This is an optimization exercise on Yosys and OpenROAD, whose aim is small area, a short achievable clock period and few clock cycles, not a production implementation. The RTL was checked by simulation tests, not by an equivalence proof against the original design. Power is estimated from default activity; no workload was simulated.

Design machine_run_hour_meter, start of the top module:
module machine_run_hour_meter
(
   input  logic         clock,
   input  logic         reset,
   input  logic         req_tvalid,
   output logic         req_tready,
   input  logic [39:0]  req_tdata,    
   output logic         rsp_tvalid,
   input  logic         rsp_tready,
   output logic [135:0] rsp_tdata,
   input  logic                               csr_we,
   input  mrhm_pkg::csr_index_type            csr_index,
   input  logic [mrhm_pkg::CSR_DATA_BITS-1:0] csr_wdata
);
For scale: roughly 1400 cells after synthesis, roughly 250 flip-flops, roughly 220 I/O pins, about 0.012 mm^2 of cells after synthesis.
export LEC_CHECK = 0
export CAP_MARGIN = 20
export CORE_MARGIN = 2
export CORE_UTILIZATION = 60
export CTS_CLUSTER_DIAMETER = 100
export CTS_CLUSTER_SIZE = 30
export PLACE_DENSITY = 0.75
export SETUP_SLACK_MARGIN = 2.75
export SLEW_MARGIN = 20
create_clock -name core_clock -period 5.0 [get_ports {clock}]
standard.sh (not shown) runs the stock make flow with config.mk's settings and CLKGATE_MAP_FILE= SYNTH_SCRIPT=/design/flow/synth_recipe.tcl, a recipe that flattens the netlist after the stock synthesis.
==> flow/flow/run.sh <==
#!/bin/bash
export BUFFER_PORTS_ARGS="-buffer_cell sky130_fd_sc_hd__buf_1"
bash standard.sh finish > standard.log 2>&1
Testbench counts at the start, summed over its fixed seeds: cycles 24,082.
Rerun with:
Settings changed: SETUP_SLACK_MARGIN 2.75 to 2.6.
Combinational power is lower by 9.8%.
Power is lower by about 1.6%.
Sequential power stays flat.
Hold slack is about the same.
Worst setup slack is better by 0.0044 ns.
Non-clock buffer count is lower by 26.
Synthesized cell count stays the same.
Rerun with:
Settings changed: CAP_MARGIN 20 to 5, SLEW_MARGIN 20 to 5.
Register-to-register slack stays flat.
Worst setup slack is about the same.
Global-route usage went down by 0.27 points.
Final cell count stays flat.
Clock-buffer cell count went up by 1.
Wire length hardly moves.
Die area stays the same.

Setup of P:
Another version of the RTL of machine_run_hour_meter (not shown whole).
Size: ~250 flip-flops, ~220 I/O pins, about 0.012 mm^2 of cells after synthesis.
==> flow/design.v (excerpt) <==
module machine_run_hour_meter
(
   input  logic         clock,
   input  logic         reset,
   input  logic         req_tvalid,
   output logic         req_tready,
   input  logic [39:0]  req_tdata,    
   output logic         rsp_tvalid,
   input  logic         rsp_tready,
   output logic [135:0] rsp_tdata,
   input  logic                               csr_we,
   input  mrhm_pkg::csr_index_type            csr_index,
   input  logic [mrhm_pkg::CSR_DATA_BITS-1:0] csr_wdata
);
   mrhm_pkg::cfg_type                 cfg_ff;
   logic                              run_ff, pause_ff;
   logic [mrhm_pkg::DEBOUNCE_BITS-1:0] stable_ff;
   logic                              stable_ge_ff;
   logic [mrhm_pkg::COUNT_BITS-1:0]   elapsed1_ff;
   logic                              elapsed_max_ff;
   logic [mrhm_pkg::TICKS_BITS-1:0]   run_sum_ff;
   logic [mrhm_pkg::TICKS_BITS-1:0]   on_ff, off_ff;
   logic [mrhm_pkg::SECONDS_BITS-1:0] start_ff, end_ff;
   logic                              prev_run_ff, prev_pause_ff;
   mrhm_pkg::event_type               rsp_event;
   logic                              rsp_valid_ff, rsp_valid_out_ff;
   logic                              nxt_run, nxt_pause;
   logic [mrhm_pkg::DEBOUNCE_BITS-1:0] nxt_stable;
   logic                              nxt_stable_ge;
   logic [mrhm_pkg::COUNT_BITS-1:0]   nxt_elapsed1;
   logic                              nxt_elapsed_max;
   logic [mrhm_pkg::TICKS_BITS-1:0]   nxt_run_sum;
  ...
==> flow/config.mk <==
export PLATFORM = sky130hd
export DESIGN_NAME = machine_run_hour_meter
export DESIGN_NICKNAME = machine_run_hour_meter
export VERILOG_FILES = /design/flow/design.v
export SDC_FILE = /design/flow/constraint.sdc
export NUM_CORES = 4
export LEC_CHECK = 0
export CAP_MARGIN = 20
export CORE_MARGIN = 2
export CORE_UTILIZATION = 40
export CTS_CLUSTER_DIAMETER = 100
export CTS_CLUSTER_SIZE = 30
export SETUP_SLACK_MARGIN = 2.5
export SLEW_MARGIN = 20
==> flow/constraint.sdc <==
create_clock -name core_clock -period 5.0 [get_ports {clock}]
set_input_delay 1.0000 -clock core_clock [delete_from_list [all_inputs] [get_ports {clock}]]
set_output_delay 1.0000 -clock core_clock [all_outputs]
set_load 0.01 [all_outputs]
==> flow/flow/run.sh <==
#!/bin/bash
export BUFFER_PORTS_ARGS="-buffer_cell sky130_fd_sc_hd__buf_1"
export RECOVER_POWER=100
bash standard.sh finish > standard.log 2>&1
In P the implementation completed, yet the final layout does not meet the checks, the culprit being capacitance limit, slew limit.
Testbench counts of P, summed over its fixed seeds: cycles 24,082.
Input-level comparison between Q and P:
# P
export LEC_CHECK = 0
export CAP_MARGIN = 20
export CORE_MARGIN = 2
export CORE_UTILIZATION = 40
export CTS_CLUSTER_DIAMETER = 100
export CTS_CLUSTER_SIZE = 30
export SETUP_SLACK_MARGIN = 2.5
export SLEW_MARGIN = 20
create_clock -name core_clock -period 5.0 [get_ports {clock}]
# Q
export LEC_CHECK = 0
export CAP_MARGIN = 20
export CORE_MARGIN = 2
export CORE_UTILIZATION = 60
export CTS_CLUSTER_DIAMETER = 100
export CTS_CLUSTER_SIZE = 30
export PLACE_DENSITY = 0.75
export SETUP_SLACK_MARGIN = 2.5
export SLEW_MARGIN = 20
create_clock -name core_clock -period 5.0 [get_ports {clock}]
--- a/flow/flow/run.sh
+++ b/flow/flow/run.sh
@@ -3 +2,0 @@
-export RECOVER_POWER=100
--- outcome ---
Q ended with every stage complete and zero timing, DRC or antenna violations. Critical-path cell with the highest stage delay: sky130_fd_sc_hd__clkbuf_1 -> P, sky130_fd_sc_hd__dfxtp_4 -> Q. The total power of the final layout reported for Q is smaller than that of P by 0.41%. Compared with P, Q shows a clock period minus final worst setup slack that is 1060 ps lower. Comparing P and Q, the higher global-route wire length before repair was measured on P. Power spent charging and discharging nets on Q is ahead of P. Compared with P, in Q clock power about even, cell area after layout shrank by 120 um^2, total buffers and inverters traversed by the critical path lost 1. Against P, maximum number of pins on one net before global-route repair in Q rose by more than a quarter.
Inputs modified between Q and R:
# Q
export LEC_CHECK = 0
export CAP_MARGIN = 20
export CORE_MARGIN = 2
export CORE_UTILIZATION = 60
export CTS_CLUSTER_DIAMETER = 100
export CTS_CLUSTER_SIZE = 30
export PLACE_DENSITY = 0.75
export SETUP_SLACK_MARGIN = 2.5
export SLEW_MARGIN = 20
create_clock -name core_clock -period 5.0 [get_ports {clock}]
# R
export LEC_CHECK = 0
export CAP_MARGIN = 20
export CORE_MARGIN = 2
export CORE_UTILIZATION = 40
export CTS_CLUSTER_DIAMETER = 100
export CTS_CLUSTER_SIZE = 25
export SETUP_SLACK_MARGIN = 2.5
export SLEW_MARGIN = 20
create_clock -name core_clock -period 5.0 [get_ports {clock}]
Notes after the runs:
Count of clock-buffer cells in the layout ended up 4 higher on R than on Q. Compare Q and R | combined buffer and inverter count along the critical path lower: Q. R vs Q — critical path depth rose 1. R — die area 48% higher, Q as reference.
The inputs of S differ from those of R as listed below.
# R
export LEC_CHECK = 0
export CAP_MARGIN = 20
export CORE_MARGIN = 2
export CORE_UTILIZATION = 40
export CTS_CLUSTER_DIAMETER = 100
export CTS_CLUSTER_SIZE = 25
export SETUP_SLACK_MARGIN = 2.5
export SLEW_MARGIN = 20
create_clock -name core_clock -period 5.0 [get_ports {clock}]
# S
export LEC_CHECK = 0
export CAP_MARGIN = 20
export CORE_MARGIN = 2
export CORE_UTILIZATION = 60
export CTS_CLUSTER_DIAMETER = 100
export CTS_CLUSTER_SIZE = 30
export PLACE_DENSITY = 0.75
export SETUP_SLACK_MARGIN = 2.6
export SLEW_MARGIN = 20
create_clock -name core_clock -period 5.0 [get_ports {clock}]
==> run notes <==
On sequential share of the synthesized area, S and R are basically level. Delta(finished layout cell area, S - R) < 0. Diff R -> S: global-route wire length before repair has decreased; biggest fanout along the worst timing path has decreased; maximum achievable frequency has increased; part of the power in the clock network has decreased. Pin count of the biggest net entering global routing: S and R compared, higher one is S. In the flow results for S and R, the die area is smaller on S.
Edits applied to the flow inputs when going from S to T:
# S
export LEC_CHECK = 0
export CAP_MARGIN = 20
export CORE_MARGIN = 2
export CORE_UTILIZATION = 60
export CTS_CLUSTER_DIAMETER = 100
export CTS_CLUSTER_SIZE = 30
export PLACE_DENSITY = 0.75
export SETUP_SLACK_MARGIN = 2.6
export SLEW_MARGIN = 20
create_clock -name core_clock -period 5.0 [get_ports {clock}]
# T
export LEC_CHECK = 0
export CAP_MARGIN = 20
export CORE_MARGIN = 2
export CORE_UTILIZATION = 40
export CTS_CLUSTER_DIAMETER = 100
export CTS_CLUSTER_SIZE = 30
export SETUP_SLACK_MARGIN = 2.5
export SLEW_MARGIN = 20
create_clock -name core_clock -period 5.0 [get_ports {clock}]
==> run notes <==
- Final cell count without fillers grows by a few percent when moving from S to T.
- Re count of buffers added by post-CTS timing repair for setup: S and T aren't equal, and the lower value belongs to S.
- Compared with S, T shows global-route usage over all layers lower by 9.0 points.
- Diff S -> T: switching power summed over all nets increased 5.8%; combinational group power decreased by about 2% relative to the old numbers; sequential share of power decreased by 1.2 points relative to the old numbers; worst vdd rail ir drop fell by 20%.
- Changes observed in T relative to S: clock-buffer cell count down 2, end-of-flow core utilization down 23 points, routed wire length up 4.1%.

[static timing again, ports no longer ideal]
The results above use ideal ports. As a check the final layouts listed here were re-extracted and re-timed, cells and wires unchanged.
Step 1 (the two cells are an assumption about what drives the block):
set clk [get_ports {clock}]
set_driving_cell -lib_cell sky130_fd_sc_hd__clkbuf_16 $clk
set_driving_cell -lib_cell sky130_fd_sc_hd__buf_2 [delete_from_list [all_inputs] $clk]
Step 2 moves the port delays by t, midway between the first and last clock arrival at a register: inputs arrive t later, outputs are due t later. That takes back most of the time a late clock gives input paths.
Three values: ideal, step 1, step 2; two values: the first two.
run | t (ns) | slack for setup (ns) | worst setup path after step 2 | latest minus earliest clock arrival (ns) | slew at the worst register clock pin (ns)
the first run of note 1 | 0.528 | 2.630 / 2.592 / 2.291 | input to register | 0.023 / 0.023 | 0.12 / 0.12
the second run of note 1 | 0.527 | 2.635 / 2.593 / 2.185 | input to register | 0.027 / 0.026 | 0.12 / 0.12
the third run of note 1 | 0.534 | 2.632 / 2.588 / 2.155 | input to register | 0.024 / 0.025 | 0.12 / 0.12
P | 0.534 | 1.512 / 1.465 / 1.101 | input to register | 0.018 / 0.018 | 0.12 / 0.12
Q | 0.536 | 2.570 / 2.520 / 2.050 | input to register | 0.013 / 0.014 | 0.12 / 0.12
R | 0.540 | 2.538 / 2.491 / 2.034 | input to register | 0.020 / 0.020 | 0.11 / 0.11
S | 0.534 | 2.604 / 2.555 / 2.118 | input to register | 0.028 / 0.028 | 0.12 / 0.12
T | 0.534 | 2.560 / 2.513 / 2.050 | input to register | 0.018 / 0.018 | 0.12 / 0.12
For Q, which loses most, drivers alone change the setup slack by -0.050 ns; drivers and shift together by -0.520 ns.
